This design comes from an exercise in tuning for small area, a short achievable clock period and few clock cycles per item on the open sky130 flow, not from production work.
RTL that was checked went through simulation tests only; none was proved equivalent to the original.
No activity file was given, so power comes from the tool's default toggle rates.

==> flow/design.v (excerpt) <==
module fp_addsub_top (
  input  logic        clk,
  input  logic        rst_n,
  input  logic        in_req,
  output logic        in_ack,
  input  logic [64:0] in_op,      
  output logic        out_req,
  input  logic        out_ack,
  output logic [34:0] out_res     
);
For scale: about 1,800 cells after synthesis, roughly 140 flip-flops, about 110 I/O pins, about 12,000 um^2 of cells after synthesis.
clock: 6.5 ns
lec_check: 0
abc_area: 1
cap_margin: 20
core_margin: 2
core_utilization: 40
cts_buf_list: sky130_fd_sc_hd__clkbuf_8
setup_slack_margin: 3.3
slew_margin: 20
tns_end_percent: 5
buffer_ports_args: -buffer_cell sky130_fd_sc_hd__buf_1
standard.sh (not shown) runs the stock make flow with config.mk's settings and CLKGATE_MAP_FILE= SYNTH_SCRIPT=/design/flow/synth_recipe.tcl, a recipe that flattens the netlist after the stock synthesis.
==> flow/flow/run.sh <==
#!/bin/bash
set -e
echo 'export BUFFER_PORTS_ARGS = -buffer_cell sky130_fd_sc_hd__buf_1' >> config.mk
bash standard.sh > standard.log 2>&1
Edit:
--- a/flow/design.v
+++ b/flow/design.v
@@ -33,108 +33,94 @@
   input  logic        clk,
   input  logic        rst_n,
   input  logic        in_req,
   output logic        in_ack,
   input  logic [64:0] in_op,      
   output logic        out_req,
   input  logic        out_ack,
   output logic [34:0] out_res     
 );
-  logic req_d, acc, v2, v3, rq, ak_a, ak_b;
+  logic req_d, acc, v2, v3, rq;
   logic xfer, r1v, ld2;
-  logic acc_n, v2_n, v3_n, rq_n, r1v_n;
   assign xfer    = v3 & rq & out_ack;              
   assign out_req = v3 & (rq | ~out_ack);
   assign r1v     = req_d & ~acc;                   
   assign ld2     = in_req & r1v & (~v2 | xfer);    
-  assign in_ack  = in_req & (ak_a | (ak_b & out_ack));
-  assign acc_n = in_req & in_ack;
-  assign v2_n  = ld2 | (v2 & ~xfer);
-  assign v3_n  = v2 & ~xfer;
-  assign rq_n  = out_req & ~out_ack;
-  assign r1v_n = in_req & ~acc_n;
+  assign in_ack  = in_req & (acc | ld2);
   always_ff @(posedge clk) begin
     if (!rst_n) begin
       req_d <= 1'b0;
       acc   <= 1'b0;
       v2    <= 1'b0;
       v3    <= 1'b0;
       rq    <= 1'b0;
-      ak_a  <= 1'b0;
-      ak_b  <= 1'b0;
     end else begin
       req_d <= in_req;
-      acc   <= acc_n;
-      v2    <= v2_n;
-      v3    <= v3_n;
-      rq    <= rq_n;
-      ak_a  <= acc_n | (r1v_n & ~v2_n);
-      ak_b  <= r1v_n & v3_n & rq_n;
+      acc   <= in_req & in_ack;
+      v2    <= ld2 | (v2 & ~xfer);
+      v3    <= v2 & ~xfer;
+      rq    <= out_req & ~out_ack;
     end
   end
   logic        a_s, b_s, op_sub;
   logic [7:0]  a_e, b_e;
   logic [22:0] a_f, b_f;
   logic        a_nz, b_nz, b_gt, a_ge_e, swap, s_nz;
   logic [7:0]  d_ab, d_ba, d_abm1;
-  logic        big_ab, big_ba, big_a;
+  logic [4:0]  sh_ab, sh_ba;
   logic        sign_a, subx_a;
   logic [7:0]  l_e_a;
   logic [22:0] l_f_a;
   logic [23:0] s_m_a;
   logic [4:0]  sh_a;
   always_comb begin
     {a_s, a_e, a_f, b_s, b_e, b_f, op_sub} = in_op;
   end
   pfx_gt #(31) cmp_i (.a({a_e, a_f}), .b({b_e, b_f}), .gt(b_gt));
   cmp_add #(8) ed_i (.a(a_e), .b(~b_e), .s0(d_abm1), .s1(d_ab), .c1(a_ge_e));
   assign d_ba = ~d_abm1;
   always_comb begin
     a_nz   = |a_e;
     b_nz   = |b_e;
     swap   = b_gt & b_nz;
     sign_a = swap ? (b_s ^ op_sub) : a_s;
     subx_a = a_s ^ b_s ^ op_sub;
-    l_e_a  = a_ge_e ? a_e : b_e;                
+    l_e_a  = swap ? b_e : a_e;
     l_f_a  = swap ? b_f : a_f;
     s_nz   = a_nz & b_nz;
     s_m_a  = {s_nz, swap ? a_f : b_f};
-    big_ab = ~s_nz | (|d_ab[7:5]) | (d_ab[4:0] > 5'd26);
-    big_ba = ~s_nz | (|d_ba[7:5]) | (d_ba[4:0] > 5'd26);
-    sh_a   = a_ge_e ? d_ab[4:0] : d_ba[4:0];
-    big_a  = a_ge_e ? big_ab : big_ba;
+    sh_ab  = (~s_nz | (|d_ab[7:5]) | (d_ab[4:0] > 5'd26)) ? 5'd27 : d_ab[4:0];
+    sh_ba  = (~s_nz | (|d_ba[7:5]) | (d_ba[4:0] > 5'd26)) ? 5'd27 : d_ba[4:0];
+    sh_a   = a_ge_e ? sh_ab : sh_ba;
   end
   logic        sign1, subx1;
   logic [7:0]  l_e1;
   logic [22:0] l_f1;
   logic [23:0] s_m1;
   logic [4:0]  sh1;
-  logic        big1;
   always_ff @(posedge clk) begin
     sign1 <= sign_a;
     subx1 <= subx_a;
     l_e1  <= l_e_a;
     l_f1  <= l_f_a;
     s_m1  <= s_m_a;
     sh1   <= sh_a;
-    big1  <= big_a;
   end
   logic [26:0] s_sh, al;
   logic        sticky, c_b;
   logic [26:0] s_b;
   logic [27:0] sum_b;
   always_comb begin
-    s_sh   = {s_m1 & {24{~big1}}, 3'b000} >> sh1;
+    s_sh   = {s_m1, 3'b000} >> sh1;
     sticky = 1'b0;
     for (int j = 0; j < 24; j++) begin
       if (5'(j + 3) < sh1) sticky = sticky | s_m1[j];
     end
-    if (big1) sticky = 1'b1;                     
     al = {s_sh[26:1], s_sh[0] | (sticky & s_m1[23])};
   end
   sk_add #(27) add_i (.a({1'b1, l_f1, 3'b000}), .b(al ^ {27{subx1}}), .cin(subx1),
                       .s(s_b), .cout(c_b));
   assign sum_b = {c_b & ~subx1, s_b};
   logic        sign2, subx2;
   logic [7:0]  l_e2;
   logic [27:0] sum2;
   always_ff @(posedge clk) begin
@@ -356,22 +342,25 @@
   input  logic [N-1:0] a,
   input  logic [N-1:0] b,
   output logic         gt
 );
   logic [N-1:0] gg, tt;
   always_comb begin
     gg = b & ~a;
     tt = b | ~a;
     for (int l = 0; (1 << l) < N; l++) begin
-      for (int k = 0; 2 * k < ((N + (1 << l) - 1) >> l); k++) begin
-        if (2 * k + 1 < ((N + (1 << l) - 1) >> l)) begin
-          gg[k] = gg[2 * k + 1] | (tt[2 * k + 1] & gg[2 * k]);
-          tt[k] = tt[2 * k + 1] & tt[2 * k];
-        end else begin
-          gg[k] = gg[2 * k];
-          tt[k] = tt[2 * k];
+      for (int i = (2 << l) - 1; i < N; i += (2 << l)) begin
+        gg[i] = gg[i] | (tt[i] & gg[i - (1 << l)]);
+        tt[i] = tt[i] & tt[i - (1 << l)];
+      end
+    end
+    for (int l = 30; l >= 0; l--) begin
+      if ((2 << l) <= N) begin
+        for (int i = 3 * (1 << l) - 1; i < N; i += (2 << l)) begin
+          gg[i] = gg[i] | (tt[i] & gg[i - (1 << l)]);
+          tt[i] = tt[i] & tt[i - (1 << l)];
         end
       end
     end
-    gt = gg[0];
+    gt = gg[N - 1];
   end
 endmodule
After rerunning: Power falls by roughly a tenth; first-iteration DRC count falls slightly; design area rises slightly; non-clock buffer count rises by 12; cell count rises slightly; die area rises slightly.
Testbench counts after the change, summed over its fixed seeds: cycles 9,608, items 3,200.
No functional check of the RTL was part of the first run of this note.

fp_addsub_top, a different RTL version from the one above (not shown whole).
Size: roughly 1700 cells after synthesis, roughly 140 flip-flops, about 110 I/O pins, roughly 0.012 sq mm of cells after synthesis.
// fp_addsub_top
module fp_addsub_top (
  input  logic        clk,
  input  logic        rst_n,
  input  logic        in_req,
  output logic        in_ack,
  input  logic [64:0] in_op,      
  output logic        out_req,
  input  logic        out_ack,
  output logic [34:0] out_res     
);
==> flow/config.mk <==
export PLATFORM = sky130hd
export DESIGN_NAME = fp_addsub_top
export DESIGN_NICKNAME = fp_addsub_top
export VERILOG_FILES = /design/flow/design.v
export SDC_FILE = /design/flow/constraint.sdc
export NUM_CORES = 4
export LEC_CHECK = 0
export ABC_AREA = 1
export CAP_MARGIN = 20
export CORE_MARGIN = 2
export CORE_UTILIZATION = 40
export CTS_BUF_LIST = sky130_fd_sc_hd__clkbuf_8
export SETUP_SLACK_MARGIN = 3.3
export SLEW_MARGIN = 20
export TNS_END_PERCENT = 5
export BUFFER_PORTS_ARGS = -buffer_cell sky130_fd_sc_hd__buf_1
==> flow/constraint.sdc <==
create_clock -name core_clock -period 6.5 [get_ports {clk}]
set_input_delay 1.3000 -clock core_clock [delete_from_list [all_inputs] [get_ports {clk}]]
set_output_delay 1.3000 -clock core_clock [all_outputs]
set_load 0.01 [all_outputs]
Scripts as last shown in full above: flow/flow/run.sh
Edit:
--- a/flow/design.v
+++ b/flow/design.v
@@ -36,32 +36,42 @@
   output logic        in_ack,
   input  logic [64:0] in_op,      
   output logic        out_req,
   input  logic        out_ack,
   output logic [34:0] out_res     
 );
-  logic req_d, acc, v2, v3, rq;
+  logic req_d, acc, v2, v3, rq, ak_a, ak_b;
   logic xfer, r1v, ld2;
+  logic acc_n, v2_n, v3_n, rq_n, r1v_n;
   assign xfer    = v3 & rq & out_ack;              
   assign out_req = v3 & (rq | ~out_ack);
   assign r1v     = req_d & ~acc;                   
   assign ld2     = in_req & r1v & (~v2 | xfer);    
-  assign in_ack  = in_req & (acc | ld2);
+  assign in_ack  = in_req & (ak_a | (ak_b & out_ack));
+  assign acc_n = in_req & in_ack;
+  assign v2_n  = ld2 | (v2 & ~xfer);
+  assign v3_n  = v2 & ~xfer;
+  assign rq_n  = out_req & ~out_ack;
+  assign r1v_n = in_req & ~acc_n;
   always_ff @(posedge clk) begin
     if (!rst_n) begin
       req_d <= 1'b0;
       acc   <= 1'b0;
       v2    <= 1'b0;
       v3    <= 1'b0;
       rq    <= 1'b0;
+      ak_a  <= 1'b0;
+      ak_b  <= 1'b0;
     end else begin
       req_d <= in_req;
-      acc   <= in_req & in_ack;
-      v2    <= ld2 | (v2 & ~xfer);
-      v3    <= v2 & ~xfer;
-      rq    <= out_req & ~out_ack;
+      acc   <= acc_n;
+      v2    <= v2_n;
+      v3    <= v3_n;
+      rq    <= rq_n;
+      ak_a  <= acc_n | (r1v_n & ~v2_n);
+      ak_b  <= r1v_n & v3_n & rq_n;
     end
   end
   logic        a_s, b_s, op_sub;
   logic [7:0]  a_e, b_e;
   logic [22:0] a_f, b_f;
   logic        a_nz, b_nz, b_gt, a_ge_e, swap, s_nz;
@@ -81,13 +91,13 @@
   always_comb begin
     a_nz   = |a_e;
     b_nz   = |b_e;
     swap   = b_gt & b_nz;
     sign_a = swap ? (b_s ^ op_sub) : a_s;
     subx_a = a_s ^ b_s ^ op_sub;
-    l_e_a  = swap ? b_e : a_e;
+    l_e_a  = a_ge_e ? a_e : b_e;                
     l_f_a  = swap ? b_f : a_f;
     s_nz   = a_nz & b_nz;
     s_m_a  = {s_nz, swap ? a_f : b_f};
     sh_ab  = (~s_nz | (|d_ab[7:5]) | (d_ab[4:0] > 5'd26)) ? 5'd27 : d_ab[4:0];
     sh_ba  = (~s_nz | (|d_ba[7:5]) | (d_ba[4:0] > 5'd26)) ? 5'd27 : d_ba[4:0];
     sh_a   = a_ge_e ? sh_ab : sh_ba;
@@ -134,13 +144,13 @@
   logic        carry, zero, uf, ov, up, lost, rc, kill, g, rs, wsel;
   logic [23:0] keep;
   logic [22:0] rnd;
   logic [4:0]  lz;
   logic [31:0] lzx;
   logic [26:0] norm;
-  logic [7:0]  e_f, le1;
+  logic [7:0]  e_f, e_w0, e_w1, e_n0, e_n1;
   logic        sign_d;
   logic [7:0]  e_d;
   logic [22:0] f_d;
   logic [2:0]  fl_d;
   logic [15:0] z1;  logic [15:0]   c1;
   logic [7:0]  z2;  logic [7:0][1:0] c2;
@@ -191,14 +201,15 @@
     up   = g & (rs | keep[0]);
     lost = g | rs;
     rc   = up & (&keep);
     wsel = carry | sum2[26] | sum2[25];
   end
   bk_add #(23) rnd_i (.a(keep[22:0]), .b(23'd0), .cin(up), .s(rnd), .cout());
-  bk_add #(8)  le1_i (.a(l_e2), .b(8'd0), .cin(1'b1), .s(le1), .cout());
-  bk_add #(8)  ef_i  (.a(le1), .b(carry ? 8'h00 : {3'b111, ~lz}), .cin(rc), .s(e_f), .cout());
+  cmp_add #(8) ew_i (.a(l_e2), .b(carry ? 8'h01 : {8{~sum2[26]}}), .s0(e_w0), .s1(e_w1), .c1());
+  cmp_add #(8) en_i (.a(l_e2), .b({3'b111, ~lz[4:1], 1'b1}), .s0(e_n0), .s1(e_n1), .c1());
+  assign e_f = wsel ? (rc ? e_w1 : e_w0) : (lz[0] ? e_n0 : e_n1);
   always_comb begin
     if (carry)          ov = (l_e2 >= 8'd254) | ((l_e2 == 8'd253) & rc);
     else if (sum2[26])  ov = (l_e2 == 8'd255) | ((l_e2 == 8'd254) & rc);
     else if (sum2[25])  ov = (l_e2 == 8'd255) & rc;
     else                ov = 1'b0;
     uf   = ~zero & ~carry & (l_e2[7:5] == 3'd0) & (l_e2[4:0] <= lz);
@@ -344,22 +355,19 @@
 );
   logic [N-1:0] gg, tt;
   always_comb begin
     gg = b & ~a;
     tt = b | ~a;
     for (int l = 0; (1 << l) < N; l++) begin
-      for (int i = (2 << l) - 1; i < N; i += (2 << l)) begin
-        gg[i] = gg[i] | (tt[i] & gg[i - (1 << l)]);
-        tt[i] = tt[i] & tt[i - (1 << l)];
-      end
-    end
-    for (int l = 30; l >= 0; l--) begin
-      if ((2 << l) <= N) begin
-        for (int i = 3 * (1 << l) - 1; i < N; i += (2 << l)) begin
-          gg[i] = gg[i] | (tt[i] & gg[i - (1 << l)]);
-          tt[i] = tt[i] & tt[i - (1 << l)];
+      for (int k = 0; 2 * k < ((N + (1 << l) - 1) >> l); k++) begin
+        if (2 * k + 1 < ((N + (1 << l) - 1) >> l)) begin
+          gg[k] = gg[2 * k + 1] | (tt[2 * k + 1] & gg[2 * k]);
+          tt[k] = tt[2 * k + 1] & tt[2 * k];
+        end else begin
+          gg[k] = gg[2 * k];
+          tt[k] = tt[2 * k];
         end
       end
     end
-    gt = gg[N - 1];
+    gt = gg[0];
   end
 endmodule
Outcome: The new run completed without violations. Worst setup slack gets worse by 0.20 ns. Cell area is lower by roughly a tenth. Synthesized cell count is higher slightly. Utilization is lower by 6.7 points. Cell count is lower by a few percent. Sequential cell count is higher by 2. Via count is lower by a few percent. Global-route usage is lower by 2.6 points. Die area is higher slightly.
No run of this note included a check of the RTL's function; only the layout flow was run.

Setup of run A:
Another version of the RTL of fp_addsub_top (not shown whole).
Size: ~1900 cells after synthesis, about 140 flip-flops, ~12000 um2 of cells after synthesis.
==> flow/config.mk <==
export PLATFORM = sky130hd
export DESIGN_NAME = fp_addsub_top
export DESIGN_NICKNAME = fp_addsub_top
export VERILOG_FILES = /design/flow/design.v
export SDC_FILE = /design/flow/constraint.sdc
export NUM_CORES = 4
export LEC_CHECK = 0
export ABC_AREA = 1
export CAP_MARGIN = 20
export CORE_MARGIN = 2
export CORE_UTILIZATION = 40
export CTS_BUF_LIST = sky130_fd_sc_hd__clkbuf_8
export SETUP_SLACK_MARGIN = 3.6
export SLEW_MARGIN = 20
export TNS_END_PERCENT = 5
export BUFFER_PORTS_ARGS = -buffer_cell sky130_fd_sc_hd__buf_1
==> flow/constraint.sdc <==
create_clock -name core_clock -period 6.5 [get_ports {clk}]
set_input_delay 1.3000 -clock core_clock [delete_from_list [all_inputs] [get_ports {clk}]]
set_output_delay 1.3000 -clock core_clock [all_outputs]
set_load 0.01 [all_outputs]
Scripts as last shown in full above: flow/flow/run.sh
### run A -> run B
--- a/flow/design.v
+++ b/flow/design.v
@@ -72,16 +72,17 @@
     end
   end
   logic        a_s, b_s, op_sub;
   logic [7:0]  a_e, b_e;
   logic [22:0] a_f, b_f;
   logic        a_nz, b_nz, b_gt, a_ge_e, swap, s_nz;
   logic [7:0]  d_ab, d_ba, d_abm1;
   logic [4:0]  sh_ab, sh_ba;
+  logic [3:0]  s10_a, s32_a;
   logic        sign_a, subx_a;
   logic [7:0]  l_e_a;
   logic [22:0] l_f_a;
   logic [23:0] s_m_a;
   logic [4:0]  sh_a;
   always_comb begin
     {a_s, a_e, a_f, b_s, b_e, b_f, op_sub} = in_op;
   end
@@ -96,48 +97,62 @@
     subx_a = a_s ^ b_s ^ op_sub;
     l_e_a  = swap ? b_e : a_e;
     l_f_a  = swap ? b_f : a_f;
     s_nz   = a_nz & b_nz;
     s_m_a  = {s_nz, swap ? a_f : b_f};
     sh_ab  = (~s_nz | (|d_ab[7:5]) | (d_ab[4:0] > 5'd26)) ? 5'd27 : d_ab[4:0];
     sh_ba  = (~s_nz | (|d_ba[7:5]) | (d_ba[4:0] > 5'd26)) ? 5'd27 : d_ba[4:0];
     sh_a   = a_ge_e ? sh_ab : sh_ba;
+    for (int k = 0; k < 4; k++) begin
+      s10_a[k] = a_ge_e ? (sh_ab[1:0] == 2'(k)) : (sh_ba[1:0] == 2'(k));
+      s32_a[k] = a_ge_e ? (sh_ab[3:2] == 2'(k)) : (sh_ba[3:2] == 2'(k));
+    end
   end
   logic        sign1, subx1;
   logic [7:0]  l_e1;
   logic [22:0] l_f1;
   logic [23:0] s_m1;
   logic [4:0]  sh1;
+  logic [3:0]  s10_1, s32_1;
+  logic        s4_1;
   always_ff @(posedge clk) begin
     sign1 <= sign_a;
     subx1 <= subx_a;
     l_e1  <= l_e_a;
     l_f1  <= l_f_a;
     s_m1  <= s_m_a;
-    sh1   <= sh_a;
+    s10_1 <= s10_a;
+    s32_1 <= s32_a;
+    s4_1  <= sh_a[4];
   end
-  logic [26:0] s_sh, al;
-  logic        sticky, c_b, c_lo;
-  logic [13:0] s_h0, s_h1;
+  logic [26:0] s_sh, al, sx, sy, sz;
+  logic        sticky, c_b;
   logic [26:0] s_b;
   logic [27:0] sum_b;
   always_comb begin
-    s_sh   = {s_m1, 3'b000} >> sh1;
+    sh1    = {s4_1, s32_1[3] | s32_1[2], s32_1[3] | s32_1[1], s10_1[3] | s10_1[2], s10_1[3] | s10_1[1]};
+    sx     = {s_m1, 3'b000};
+    for (int i = 0; i < 27; i++) begin
+      sy[i] = 1'b0;
+      for (int k = 0; k < 4; k++) if (i + k < 27) sy[i] = sy[i] | (s10_1[k] & sx[i + k]);
+    end
+    for (int i = 0; i < 27; i++) begin
+      sz[i] = 1'b0;
+      for (int k = 0; k < 4; k++) if (i + 4 * k < 27) sz[i] = sz[i] | (s32_1[k] & sy[i + 4 * k]);
+    end
+    for (int i = 0; i < 27; i++) s_sh[i] = s4_1 ? ((i + 16 < 27) ? sz[i + 16] : 1'b0) : sz[i];
     sticky = 1'b0;
     for (int j = 0; j < 24; j++) begin
       if (5'(j + 3) < sh1) sticky = sticky | s_m1[j];
     end
     al = {s_sh[26:1], s_sh[0] | (sticky & s_m1[23])};
   end
-  sk_add #(14)  addl_i (.a({l_f1[10:0], 3'b000}), .b(al[13:0] ^ {14{subx1}}), .cin(subx1),
-                        .s(s_b[13:0]), .cout(c_lo));
-  cmp_add #(14) addh_i (.a({1'b0, 1'b1, l_f1[22:11]}), .b({1'b0, al[26:14] ^ {13{subx1}}}),
-                        .s0(s_h0), .s1(s_h1), .c1());
-  assign {c_b, s_b[26:14]} = c_lo ? s_h1 : s_h0;
+  sk_add #(27) add_i (.a({1'b1, l_f1, 3'b000}), .b(al ^ {27{subx1}}), .cin(subx1),
+                      .s(s_b), .cout(c_b));
   assign sum_b = {c_b & ~subx1, s_b};
   logic        sign2, subx2;
   logic [7:0]  l_e2;
   logic [27:0] sum2;
   always_ff @(posedge clk) begin
     if (ld2) begin
       sign2 <= sign1;
       subx2 <= subx1;
--- outcome ---
Run B finished end to end and its layout was clean on timing, DRC and antenna.
Run B against run A: critical path depth went up by 2; final core utilization went down by 4.5 points; share of cell area taken by multi-input logic gates went up by 0.94 points.
Between run A and run B, sequential share of layout area increased.
The lower clock share of power of run A and run B is in run A.
Compared with run A, in run B slack of the critical path went up, portion of total power attributed to combinational logic went down, register-to-register setup slack went up.
STATUS area of all placed cells without fillers: run B wins against run A
No run of this note included a check of the RTL's function; only the layout flow was run.

afterwards: timing with drivers on the ports:
Ports are ideal in the flow. The routed layouts listed here were re-timed in OpenROAD. Step 1, drivers: a clkbuf_16 drives clk and a buf_2 each remaining input, both assumed. Step 2 moves the port delays by t, midway between the first and last clock arrival at a register: inputs arrive t later, outputs are due t later. That takes back most of the time a late clock gives input paths. Slacks: no drivers / after step 1 / after step 2; pairs: no drivers / after step 1.
run | t, ns | setup WS [ns] | hold WS [ns] | latest minus earliest clock arrival (ns)
the first run of note 1 | 0.488 | 2.970 / 2.970 / 2.580 | 0.403 / 0.403 / 0.403 | 0.020 / 0.021
the second run of note 1 | 0.510 | 2.911 / 2.911 / 2.613 | 0.401 / 0.401 / 0.401 | 0.023 / 0.023
the first run of note 2 | 0.497 | 3.036 / 3.036 / 2.561 | 0.414 / 0.414 / 0.414 | 0.026 / 0.026
the second run of note 2 | 0.515 | 2.835 / 2.835 / 2.447 | 0.401 / 0.401 / 0.401 | 0.022 / 0.022
run A | 0.530 | 3.061 / 3.061 / 2.619 | 0.402 / 0.402 / 0.402 | 0.022 / 0.021
run B | 0.546 | 3.153 / 3.153 / 2.615 | 0.409 / 0.409 / 0.409 | 0.022 / 0.023
After both steps setup and hold are still met in every run listed. The setup slack of run B, which loses most, moves by 0.000 ns with the drivers and by -0.538 ns with both steps.
